Source: an optimization exercise on an open RTL-to-GDS flow (aim: small area and a short achievable clock period). Production flows keep margins and buffers that such runs may drop.
The RTL was checked by simulation tests, not by an equivalence proof against the original design.
Power is estimated from default activity; no workload was simulated.

Design block_data_memory, start of the top module:
module block_data_memory #(
    parameter int LATENCY    = 5,
    parameter int ADDR_WIDTH = 6,
    parameter int DATA_WIDTH = 32
) (
    input  logic                  CLOCK,
    input  logic                  RESET_N,
    input  logic                  READ,
    input  logic                  WRITE,
    input  logic [ADDR_WIDTH-1:0] ADDRESS,
    input  logic [DATA_WIDTH-1:0] WRITEDATA,
    output logic [DATA_WIDTH-1:0] READDATA,
    output logic                  BUSYWAIT
);
    localparam int RB   = 2;                       
    localparam int RL   = 1 << RB;                 
    localparam int NR   = 1 << (ADDR_WIDTH - RB);  
    localparam int NGRP = NR / 3;                  
    logic                       idle_n;       
    logic                       busy_n;       
    logic [LATENCY-1:0]         acc;          
    logic                       start;        
    logic                       fire;         
    logic [ADDR_WIDTH-1:0]      req_addr;
    logic [DATA_WIDTH-1:0]      req_data;
    logic                       req_write;    
    logic                       cleared;      
    logic                       clr;          
    logic [DATA_WIDTH-1:0]      wbus;         
    logic [RB-1:0]              rot;          
    logic [RB-1:0]              pos;          
    logic [NR-1:0]              ring_sel;     
    logic [NR-1:0]              wr_word;      
    logic [NR-1:0]              wr_ring;      
    logic                       rd_take;      
    logic [DATA_WIDTH-1:0]      ring [NR][RL];
    logic [DATA_WIDTH-1:0]      rd_word;
    logic [DATA_WIDTH-1:0]      rd_hold;
    assign start = ~idle_n & (READ | WRITE);
    assign fire  = acc[LATENCY-1];
    always_ff @(posedge CLOCK or negedge RESET_N) begin
        if (!RESET_N) begin
            idle_n <= 1'b0;
            busy_n <= 1'b1;
            acc    <= '0;
            rot    <= '0;
            cleared <= 1'b0;
        end else begin
            idle_n <= ~((~idle_n & ~(READ | WRITE)) | (busy_n & idle_n));
  ...
For scale: roughly 3200 cells after synthesis, ~75 I/O pins, about 54000 um^2 of cells after synthesis.
==> module block_data_memory, before the edit <==
module block_data_memory #(
    parameter int LATENCY    = 5,
    parameter int ADDR_WIDTH = 6,
    parameter int DATA_WIDTH = 32
) (
    input  logic                  CLOCK,
    input  logic                  RESET_N,
    input  logic                  READ,
    input  logic                  WRITE,
    input  logic [ADDR_WIDTH-1:0] ADDRESS,
    input  logic [DATA_WIDTH-1:0] WRITEDATA,
    output logic [DATA_WIDTH-1:0] READDATA,
    output logic                  BUSYWAIT
);
    localparam int RB   = 2;                       
    localparam int RL   = 1 << RB;                 
    localparam int NR   = 1 << (ADDR_WIDTH - RB);  
    localparam int NGRP = NR / 3;                  
    logic                       idle_n;       
    logic                       busy_n;       
    logic [LATENCY-1:0]         acc;          
    logic                       start;        
    logic                       fire;         
    logic [ADDR_WIDTH-1:0]      req_addr;
    logic [DATA_WIDTH-1:0]      req_data;
    logic                       req_write;    
    logic                       cleared;      
    logic                       clr;          
    logic [DATA_WIDTH-1:0]      wbus;         
    logic [RB-1:0]              rot;          
    logic [RB-1:0]              pos;          
    logic [NR-1:0]              ring_sel;     
    logic [NR-1:0]              wr_word;      
    logic [NR-1:0]              wr_ring;      
    logic                       rd_take;      
    logic [DATA_WIDTH-1:0]      ring [NR][RL];
    logic [DATA_WIDTH-1:0]      rd_word;
    logic [DATA_WIDTH-1:0]      rd_hold;
    assign start = ~idle_n & (READ | WRITE);
    assign fire  = acc[LATENCY-1];
    always_ff @(posedge CLOCK or negedge RESET_N) begin
        if (!RESET_N) begin
            idle_n <= 1'b0;
            busy_n <= 1'b1;
            acc    <= '0;
            rot    <= '0;
            cleared <= 1'b0;
        end else begin
            idle_n <= ~((~idle_n & ~(READ | WRITE)) | (busy_n & idle_n));
            busy_n <= ~(start | (~busy_n & ~fire));
            acc    <= {acc[LATENCY-2:0], start};
            rot    <= rot + 1'b1;
            cleared <= cleared | (rot == '1);
        end
    end
    always_ff @(posedge CLOCK) begin
        if (start) begin
            req_addr  <= ADDRESS;
            req_data  <= WRITEDATA;
        end
    end
    always_ff @(posedge CLOCK or negedge RESET_N) begin
        if (!RESET_N) begin
            req_write <= 1'b0;
        end else if (start) begin
            req_write <= WRITE;
        end
    end
    assign clr  = ~cleared;
    for (genvar b = 0; b < DATA_WIDTH; b++) begin : g_wbus
        bdm_and2 u_and (.a(req_data[b]), .b(cleared), .y(wbus[b]));
    end
    assign pos     = req_addr[RB-1:0] + rot;
    assign rd_take = ~busy_n & (pos == '0);
    always_comb begin
        for (int r = 0; r < NR; r++) begin
            ring_sel[r] = (req_addr[ADDR_WIDTH-1:RB] == (ADDR_WIDTH-RB)'(r));
            wr_word[r]  = req_write & (pos == '1) & ring_sel[r];
        end
    end
    for (genvar r = 0; r < NR; r++) begin : g_wr
        bdm_xor2 u_xor (.a(clr), .b(wr_word[r]), .y(wr_ring[r]));
    end
    always_ff @(posedge CLOCK) begin
        for (int r = 0; r < NR; r++) begin
            ring[r][0] <= wr_ring[r] ? wbus : ring[r][RL-1];
            for (int k = 1; k < RL; k++) begin
                ring[r][k] <= ring[r][k-1];
            end
        end
    end
    for (genvar b = 0; b < DATA_WIDTH; b++) begin : g_bit
        logic [NGRP:0] grp_n;            
        logic [1:0]    l1;
        for (genvar g = 0; g < NGRP; g++) begin : g_grp
            bdm_aoi222 u_aoi (
                .s0(ring_sel[3*g]),   .d0(ring[3*g][0][b]),
                .s1(ring_sel[3*g+1]), .d1(ring[3*g+1][0][b]),
                .s2(ring_sel[3*g+2]), .d2(ring[3*g+2][0][b]),
                .y_n(grp_n[g])
            );
        end
        bdm_nand2 u_last (.a(ring_sel[NR-1]), .b(ring[NR-1][0][b]), .y_n(grp_n[NGRP]));
        bdm_nand3 u_l1_0 (.a(grp_n[0]), .b(grp_n[1]), .c(grp_n[2]), .y_n(l1[0]));
        bdm_nand3 u_l1_1 (.a(grp_n[3]), .b(grp_n[4]), .c(grp_n[5]), .y_n(l1[1]));
        assign rd_word[b] = l1[0] | l1[1];
    end
    always_ff @(posedge CLOCK) begin
        if (rd_take) begin
            rd_hold <= rd_word;
        end
    end
    always_ff @(posedge CLOCK or negedge RESET_N) begin
        if (!RESET_N) begin
            READDATA <= '0;
        end else if (fire && !req_write) begin
            READDATA <= rd_hold;
        end
    end
    logic bw_req_n;
    bdm_o21ai u_bw_req (.a1(READ),   .a2(WRITE),    .b1(RESET_N), .y_n(bw_req_n));
    bdm_o21ai u_bw_out (.a1(idle_n), .a2(bw_req_n), .b1(busy_n),  .y_n(BUSYWAIT));
endmodule
==> module bdm_xor2, before the edit <==
module bdm_xor2 (
    input  logic a, b,
    output logic y
);
    assign y = a ^ b;
endmodule
==> module bdm_and2, before the edit <==
module bdm_and2 (
    input  logic a, b,
    output logic y
);
    assign y = a & b;
endmodule
==> flow/config.mk <==
export PLATFORM = sky130hd
export DESIGN_NAME = block_data_memory
export DESIGN_NICKNAME = block_data_memory
export VERILOG_FILES = /design/flow/design.v
export SDC_FILE = /design/flow/constraint.sdc
export NUM_CORES = 4
export LEC_CHECK = 0
export CAP_MARGIN = 20
export CORE_MARGIN = 2
export CORE_UTILIZATION = 60
export SETUP_SLACK_MARGIN = 3.0
export SLEW_MARGIN = 20
export SYNTH_HIERARCHICAL = 1
==> flow/constraint.sdc <==
create_clock -name core_clock -period 5.5 [get_ports {CLOCK}]
set_input_delay 1.1000 -clock core_clock [delete_from_list [all_inputs] [get_ports {CLOCK}]]
set_output_delay 1.1000 -clock core_clock [all_outputs]
set_load 0.01 [all_outputs]
standard.sh (not shown) runs the stock make flow with config.mk's settings and CLKGATE_MAP_FILE= SYNTH_SCRIPT=/design/flow/synth_recipe.tcl, a recipe that flattens the netlist after the stock synthesis.
==> flow/flow/run.sh <==
#!/bin/bash
# The standard layout (standard.sh, all steps), with one change in clock tree
# synthesis: larger sink clusters (24 sinks, 70 um) and no dummy loads, so the
# tree needs far fewer buffers. The make output goes to standard.log here; each
# step's own log is under orfs/logs/.
set -euo pipefail
here=$(cd "$(dirname "${BASH_SOURCE[0]}")/.." && pwd)
cd "$here"
export CTS_ARGS="-sink_clustering_enable -repair_clock_nets -dont_use_dummy_load -sink_clustering_size 24 -sink_clustering_max_diameter 70"
bash ./standard.sh > "$here/standard.log" 2>&1
==> next run, changes <==
==> flow/design.v (replaced) <==
module block_data_memory #(
    parameter int LATENCY    = 5,
    parameter int ADDR_WIDTH = 6,
    parameter int DATA_WIDTH = 32
) (
    input  logic                  CLOCK,
    input  logic                  RESET_N,
    input  logic                  READ,
    input  logic                  WRITE,
    input  logic [ADDR_WIDTH-1:0] ADDRESS,
    input  logic [DATA_WIDTH-1:0] WRITEDATA,
    output logic [DATA_WIDTH-1:0] READDATA,
    output logic                  BUSYWAIT
);
    localparam int RB   = 2;                       
    localparam int RL   = 1 << RB;                 
    localparam int NR   = 1 << (ADDR_WIDTH - RB);  
    localparam int NGRP = NR / 3;                  
    logic                       idle_n;       
    logic                       busy_n;       
    logic [LATENCY-1:0]         acc;          
    logic                       start;        
    logic                       fire;         
    logic [ADDR_WIDTH-1:0]      req_addr;
    logic [DATA_WIDTH-1:0]      req_data;
    logic                       req_write;
    logic [RB-1:0]              rot;          
    logic [RB-1:0]              pos;          
    logic [NR-1:0]              ring_sel;     
    logic [NR-1:0]              wr_ring;      
    logic [NR-1:0]              rd_sel;       
    logic                       rd_take;      
    logic [DATA_WIDTH-1:0]      ring [NR][RL];
    logic [RL-1:0]              vld  [NR];
    logic [DATA_WIDTH-1:0]      rd_word;
    logic [DATA_WIDTH-1:0]      rd_hold;
    assign start = ~idle_n & (READ | WRITE);
    assign fire  = acc[LATENCY-1];
    always_ff @(posedge CLOCK or negedge RESET_N) begin
        if (!RESET_N) begin
            idle_n <= 1'b0;
            busy_n <= 1'b1;
            acc    <= '0;
            rot    <= '0;
        end else begin
            idle_n <= ~((~idle_n & ~(READ | WRITE)) | (busy_n & idle_n));
            busy_n <= ~(start | (~busy_n & ~fire));
            acc    <= {acc[LATENCY-2:0], start};
            rot    <= rot + 1'b1;
        end
    end
    always_ff @(posedge CLOCK) begin
        if (start) begin
            req_addr  <= ADDRESS;
            req_data  <= WRITEDATA;
            req_write <= WRITE;
        end
    end
    assign pos     = req_addr[RB-1:0] + rot;
    assign rd_take = ~busy_n & (pos == '0);
    always_comb begin
        for (int r = 0; r < NR; r++) begin
            ring_sel[r] = (req_addr[ADDR_WIDTH-1:RB] == (ADDR_WIDTH-RB)'(r));
            wr_ring[r]  = ~busy_n & req_write & (pos == '1) & ring_sel[r];
            rd_sel[r]   = ring_sel[r] & vld[r][0];
        end
    end
    always_ff @(posedge CLOCK) begin
        for (int r = 0; r < NR; r++) begin
            ring[r][0] <= wr_ring[r] ? req_data : ring[r][RL-1];
            for (int k = 1; k < RL; k++) begin
                ring[r][k] <= ring[r][k-1];
            end
        end
    end
    always_ff @(posedge CLOCK or negedge RESET_N) begin
        if (!RESET_N) begin
            for (int r = 0; r < NR; r++) vld[r] <= '0;
        end else begin
            for (int r = 0; r < NR; r++) vld[r] <= {vld[r][RL-2:0], vld[r][RL-1] | wr_ring[r]};
        end
    end
    for (genvar b = 0; b < DATA_WIDTH; b++) begin : g_bit
        logic [NGRP:0] grp_n;            
        logic [1:0]    l1;
        for (genvar g = 0; g < NGRP; g++) begin : g_grp
            bdm_aoi222 u_aoi (
                .s0(rd_sel[3*g]),   .d0(ring[3*g][0][b]),
                .s1(rd_sel[3*g+1]), .d1(ring[3*g+1][0][b]),
                .s2(rd_sel[3*g+2]), .d2(ring[3*g+2][0][b]),
                .y_n(grp_n[g])
            );
        end
        bdm_nand2 u_last (.a(rd_sel[NR-1]), .b(ring[NR-1][0][b]), .y_n(grp_n[NGRP]));
        bdm_nand3 u_l1_0 (.a(grp_n[0]), .b(grp_n[1]), .c(grp_n[2]), .y_n(l1[0]));
        bdm_nand3 u_l1_1 (.a(grp_n[3]), .b(grp_n[4]), .c(grp_n[5]), .y_n(l1[1]));
        assign rd_word[b] = l1[0] | l1[1];
    end
    always_ff @(posedge CLOCK) begin
        if (rd_take) begin
            rd_hold <= rd_word;
        end
    end
    always_ff @(posedge CLOCK or negedge RESET_N) begin
        if (!RESET_N) begin
            READDATA <= '0;
        end else if (fire && !req_write) begin
            READDATA <= rd_hold;
        end
    end
    logic bw_req_n;
    bdm_o21ai u_bw_req (.a1(READ),   .a2(WRITE),    .b1(RESET_N), .y_n(bw_req_n));
    bdm_o21ai u_bw_out (.a1(idle_n), .a2(bw_req_n), .b1(busy_n),  .y_n(BUSYWAIT));
endmodule
module bdm_aoi222 (
    input  logic s0, d0, s1, d1, s2, d2,
    output logic y_n
);
    assign y_n = ~((s0 & d0) | (s1 & d1) | (s2 & d2));
endmodule
module bdm_nand2 (
    input  logic a, b,
    output logic y_n
);
    assign y_n = ~(a & b);
endmodule
module bdm_nand3 (
    input  logic a, b, c,
    output logic y_n
);
    assign y_n = ~(a & b & c);
endmodule
module bdm_o21ai (
    input  logic a1, a2, b1,
    output logic y_n
);
    assign y_n = ~((a1 | a2) & b1);
endmodule
After rerunning: Power came out lower by a few percent; final area shrinks by a few percent; utilization drops by 4.0 points; critical path depth shrinks by 5; area after synthesis went up by a few percent; worst setup slack gains 0.078 ns; count of clock-buffer cells in the layout rises by 3.

* * *

## the previous run
block_data_memory, a different RTL version from the one above (not shown whole).
Size in the first run: ~3500 cells after synthesis, roughly 75 I/O pins, about 75000 um^2 of cells after synthesis.
==> module block_data_memory, before the edit <==
module block_data_memory #(
    parameter int LATENCY    = 5,
    parameter int ADDR_WIDTH = 6,
    parameter int DATA_WIDTH = 32
) (
    input  logic                  CLOCK,
    input  logic                  RESET_N,
    input  logic                  READ,
    input  logic                  WRITE,
    input  logic [ADDR_WIDTH-1:0] ADDRESS,
    input  logic [DATA_WIDTH-1:0] WRITEDATA,
    output logic [DATA_WIDTH-1:0] READDATA,
    output logic                  BUSYWAIT
);
    localparam int DEPTH = 1 << ADDR_WIDTH;    
    localparam int LO_W  = ADDR_WIDTH / 2;     
    localparam int NLO   = 1 << LO_W;          
    localparam int NHI   = 1 << (ADDR_WIDTH - LO_W);
    localparam int NGRP  = DEPTH / 3;          
    logic                  idle_n;       
    logic                  busy_n;       
    logic [LATENCY-1:0]    acc;          
    logic                  clr;          
    logic                  start;        
    logic                  fire;         
    logic [NLO-1:0]        req_lo;       
    logic [NHI-1:0]        req_hi;       
    logic [DATA_WIDTH-1:0] req_data;
    logic                  req_write;
    logic [DATA_WIDTH-1:0] mem [DEPTH];
    logic [DEPTH-1:0]      sel;          
    logic [DATA_WIDTH-1:0] rd_word;
    assign start = ~idle_n & (READ | WRITE);
    assign fire  = acc[LATENCY-1];
    always_ff @(posedge CLOCK or negedge RESET_N) begin
        if (!RESET_N) begin
            idle_n <= 1'b0;
            busy_n <= 1'b1;
            acc  <= '0;
            clr  <= 1'b1;
        end else begin
            idle_n <= ~((~idle_n & ~(READ | WRITE)) | (busy_n & idle_n));
            busy_n <= ~(start | (~busy_n & ~fire));
            acc  <= {acc[LATENCY-2:0], start};
            clr  <= 1'b0;
        end
    end
    always_ff @(posedge CLOCK or negedge RESET_N) begin
        if (!RESET_N) begin
            req_data <= '0;
        end else if (start) begin
            req_data <= WRITEDATA;
        end
    end
    always_ff @(posedge CLOCK) begin
        if (start) begin
            for (int j = 0; j < NLO; j++) req_lo[j] <= (ADDRESS[LO_W-1:0] == LO_W'(j));
            for (int j = 0; j < NHI; j++) req_hi[j] <= (ADDRESS[ADDR_WIDTH-1:LO_W] == (ADDR_WIDTH-LO_W)'(j));
            req_write <= WRITE;
        end
    end
    always_comb begin
        for (int i = 0; i < DEPTH; i++) begin
            sel[i] = req_hi[i / NLO] & req_lo[i % NLO];
        end
    end
    always_ff @(posedge CLOCK) begin
        for (int i = 0; i < DEPTH; i++) begin
            if (clr || (fire && req_write && sel[i])) begin
                mem[i] <= req_data;
            end
        end
    end
    for (genvar b = 0; b < DATA_WIDTH; b++) begin : g_bit
        logic [NGRP:0] grp_n;            
        logic [7:0]    l1;
        logic [3:0]    l2_n;
        for (genvar g = 0; g < NGRP; g++) begin : g_grp
            bdm_aoi222 u_aoi (
                .s0(sel[3*g]),   .d0(mem[3*g][b]),
                .s1(sel[3*g+1]), .d1(mem[3*g+1][b]),
                .s2(sel[3*g+2]), .d2(mem[3*g+2][b]),
                .y_n(grp_n[g])
            );
        end
        bdm_nand2 u_last (.a(sel[DEPTH-1]), .b(mem[DEPTH-1][b]), .y_n(grp_n[NGRP]));
        bdm_nand3 u_l1_0 (.a(grp_n[0]),  .b(grp_n[1]),  .c(grp_n[2]),  .y_n(l1[0]));
        bdm_nand3 u_l1_1 (.a(grp_n[3]),  .b(grp_n[4]),  .c(grp_n[5]),  .y_n(l1[1]));
        bdm_nand3 u_l1_2 (.a(grp_n[6]),  .b(grp_n[7]),  .c(grp_n[8]),  .y_n(l1[2]));
        bdm_nand3 u_l1_3 (.a(grp_n[9]),  .b(grp_n[10]), .c(grp_n[11]), .y_n(l1[3]));
        bdm_nand3 u_l1_4 (.a(grp_n[12]), .b(grp_n[13]), .c(grp_n[14]), .y_n(l1[4]));
        bdm_nand3 u_l1_5 (.a(grp_n[15]), .b(grp_n[16]), .c(grp_n[17]), .y_n(l1[5]));
        bdm_nand2 u_l1_6 (.a(grp_n[18]), .b(grp_n[19]), .y_n(l1[6]));
        bdm_nand2 u_l1_7 (.a(grp_n[20]), .b(grp_n[21]), .y_n(l1[7]));
        bdm_nor2  u_l2_0 (.a(l1[0]), .b(l1[1]), .y_n(l2_n[0]));
        bdm_nor2  u_l2_1 (.a(l1[2]), .b(l1[3]), .y_n(l2_n[1]));
        bdm_nor2  u_l2_2 (.a(l1[4]), .b(l1[5]), .y_n(l2_n[2]));
        bdm_nor2  u_l2_3 (.a(l1[6]), .b(l1[7]), .y_n(l2_n[3]));
        bdm_nand4 u_l3   (.a(l2_n[0]), .b(l2_n[1]), .c(l2_n[2]), .d(l2_n[3]), .y_n(rd_word[b]));
    end
    always_ff @(posedge CLOCK or negedge RESET_N) begin
        if (!RESET_N) begin
            READDATA <= '0;
        end else if (fire && !req_write) begin
            READDATA <= rd_word;
        end
    end
    logic bw_req_n;
    bdm_o21ai u_bw_req (.a1(READ),   .a2(WRITE),    .b1(RESET_N), .y_n(bw_req_n));
    bdm_o21ai u_bw_out (.a1(idle_n), .a2(bw_req_n), .b1(busy_n),  .y_n(BUSYWAIT));
endmodule
==> flow/config.mk <==
export PLATFORM = sky130hd
export DESIGN_NAME = block_data_memory
export DESIGN_NICKNAME = block_data_memory
export VERILOG_FILES = /design/flow/design.v
export SDC_FILE = /design/flow/constraint.sdc
export NUM_CORES = 4
export LEC_CHECK = 0
export CAP_MARGIN = 20
export CORE_MARGIN = 2
export CORE_UTILIZATION = 60
export SETUP_SLACK_MARGIN = 3.0
export SLEW_MARGIN = 20
export SYNTH_HIERARCHICAL = 1
==> flow/constraint.sdc <==
create_clock -name core_clock -period 5.5 [get_ports {CLOCK}]
set_input_delay 1.1000 -clock core_clock [delete_from_list [all_inputs] [get_ports {CLOCK}]]
set_output_delay 1.1000 -clock core_clock [all_outputs]
set_load 0.01 [all_outputs]
Scripts as last shown in full above: flow/flow/run.sh
--- input diff the previous run..the current run ---
--- a/flow/design.v
+++ b/flow/design.v
@@ -23,15 +23,22 @@
     logic                  clr;          
     logic                  start;        
     logic                  fire;         
+    logic                  wstart;       
+    logic                  clear;        
+    logic [NLO-1:0]        in_lo;        
+    logic [NHI-1:0]        in_hi;        
+    logic [DATA_WIDTH-1:0] wbus;         
     logic [NLO-1:0]        req_lo;       
     logic [NHI-1:0]        req_hi;       
-    logic [DATA_WIDTH-1:0] req_data;
     logic                  req_write;
     logic [DATA_WIDTH-1:0] mem [DEPTH];
     logic [DEPTH-1:0]      sel;          
     logic [DATA_WIDTH-1:0] rd_word;
+    logic [DATA_WIDTH-1:0] rd_stage;
     assign start = ~idle_n & (READ | WRITE);
     assign fire  = acc[LATENCY-1];
+    assign wstart = ~idle_n & WRITE;
+    assign clear  = clr & ~wstart;
     always_ff @(posedge CLOCK or negedge RESET_N) begin
         if (!RESET_N) begin
             idle_n <= 1'b0;
@@ -42,21 +49,24 @@
             idle_n <= ~((~idle_n & ~(READ | WRITE)) | (busy_n & idle_n));
             busy_n <= ~(start | (~busy_n & ~fire));
             acc  <= {acc[LATENCY-2:0], start};
-            clr  <= 1'b0;
+            clr  <= clr & wstart;
         end
+    end
+    always_comb begin
+        for (int j = 0; j < NLO; j++) in_lo[j] = (ADDRESS[LO_W-1:0] == LO_W'(j));
+        for (int j = 0; j < NHI; j++) in_hi[j] = (ADDRESS[ADDR_WIDTH-1:LO_W] == (ADDR_WIDTH-LO_W)'(j));
     end
     always_ff @(posedge CLOCK or negedge RESET_N) begin
         if (!RESET_N) begin
-            req_data <= '0;
+            req_write <= 1'b0;
         end else if (start) begin
-            req_data <= WRITEDATA;
+            req_write <= WRITE;
         end
     end
     always_ff @(posedge CLOCK) begin
         if (start) begin
-            for (int j = 0; j < NLO; j++) req_lo[j] <= (ADDRESS[LO_W-1:0] == LO_W'(j));
-            for (int j = 0; j < NHI; j++) req_hi[j] <= (ADDRESS[ADDR_WIDTH-1:LO_W] == (ADDR_WIDTH-LO_W)'(j));
-            req_write <= WRITE;
+            req_lo <= in_lo;
+            req_hi <= in_hi;
         end
     end
     always_comb begin
@@ -64,10 +74,12 @@
             sel[i] = req_hi[i / NLO] & req_lo[i % NLO];
         end
     end
+    assign wbus = WRITEDATA & {DATA_WIDTH{wstart}};
     always_ff @(posedge CLOCK) begin
         for (int i = 0; i < DEPTH; i++) begin
-            if (clr || (fire && req_write && sel[i])) begin
-                mem[i] <= req_data;
+            if ((wstart && in_hi[i / NLO] && in_lo[i % NLO]) ||
+                (clear && !(req_write && sel[i]))) begin
+                mem[i] <= wbus;
             end
         end
     end
@@ -98,11 +110,14 @@
         bdm_nor2  u_l2_3 (.a(l1[6]), .b(l1[7]), .y_n(l2_n[3]));
         bdm_nand4 u_l3   (.a(l2_n[0]), .b(l2_n[1]), .c(l2_n[2]), .d(l2_n[3]), .y_n(rd_word[b]));
     end
+    always_ff @(posedge CLOCK) begin
+        rd_stage <= rd_word;
+    end
     always_ff @(posedge CLOCK or negedge RESET_N) begin
         if (!RESET_N) begin
             READDATA <= '0;
         end else if (fire && !req_write) begin
-            READDATA <= rd_word;
+            READDATA <= rd_stage;
         end
     end
     logic bw_req_n;
==> results.txt <==
A cell at the slowest stage of the critical path of sky130_fd_sc_hd__edfxtp_1 is what the previous run shows, while sky130_fd_sc_hd__buf_2 belongs to the current run. According to the power report, total power for the current run is lower than for the previous run. Of the previous run and the current run, the run reporting the higher highest fanout seen on the critical path was the previous run. From the previous run to the current run, sum of negative setup slack did not move at all. In the flow results for the previous run and the current run, the fraction of met2 tracks used by global routing is smaller on the previous run. Per the comparison of the current run with the previous run, fraction of the mapped netlist area in compound gates now sits at about the same level; share of the clock period used by the worst path now sits lower; area added between synthesis and finish now sits higher. Status: die area parity (the previous run, the current run). Between the previous run and the current run, the detailed-route vias per instance figures differ only marginally.

[afterwards: timing with drivers on the ports]
In the flow no input, the clock included, has a driving cell. The finished layouts below were timed again as built, in two steps.
Step 1, drivers: a clkbuf_16 drives CLOCK and a buf_2 each remaining input, both assumed.
Step 2 moves the port delays by t, midway between the first and last clock arrival at a register: inputs arrive t later, outputs are due t later. That takes back most of the time a late clock gives input paths.
Slacks: no drivers / after step 1 / after step 2; pairs: no drivers / after step 1.
| run | t, ns | slack for setup (ns) | clock arrival spread, ns | worst register clock-pin slew, ns |
|---|---|---|---|---|
| the first run of note 1 | 0.730 | 2.732 / 2.732 / 2.636 | 0.032 / 0.033 | 0.10 / 0.10 |
| the second run of note 1 | 0.744 | 2.810 / 2.725 / 2.725 | 0.042 / 0.043 | 0.10 / 0.10 |
| the previous run | 0.792 | 2.812 / 2.754 / 2.754 | 0.060 / 0.059 | 0.10 / 0.10 |
| the current run | 0.782 | 2.844 / 2.758 / 2.192 | 0.072 / 0.072 | 0.09 / 0.09 |
After both steps every run listed still meets setup and hold. The setup slack of the current run, which loses most, moves by -0.086 ns with the drivers and by -0.652 ns with both steps.
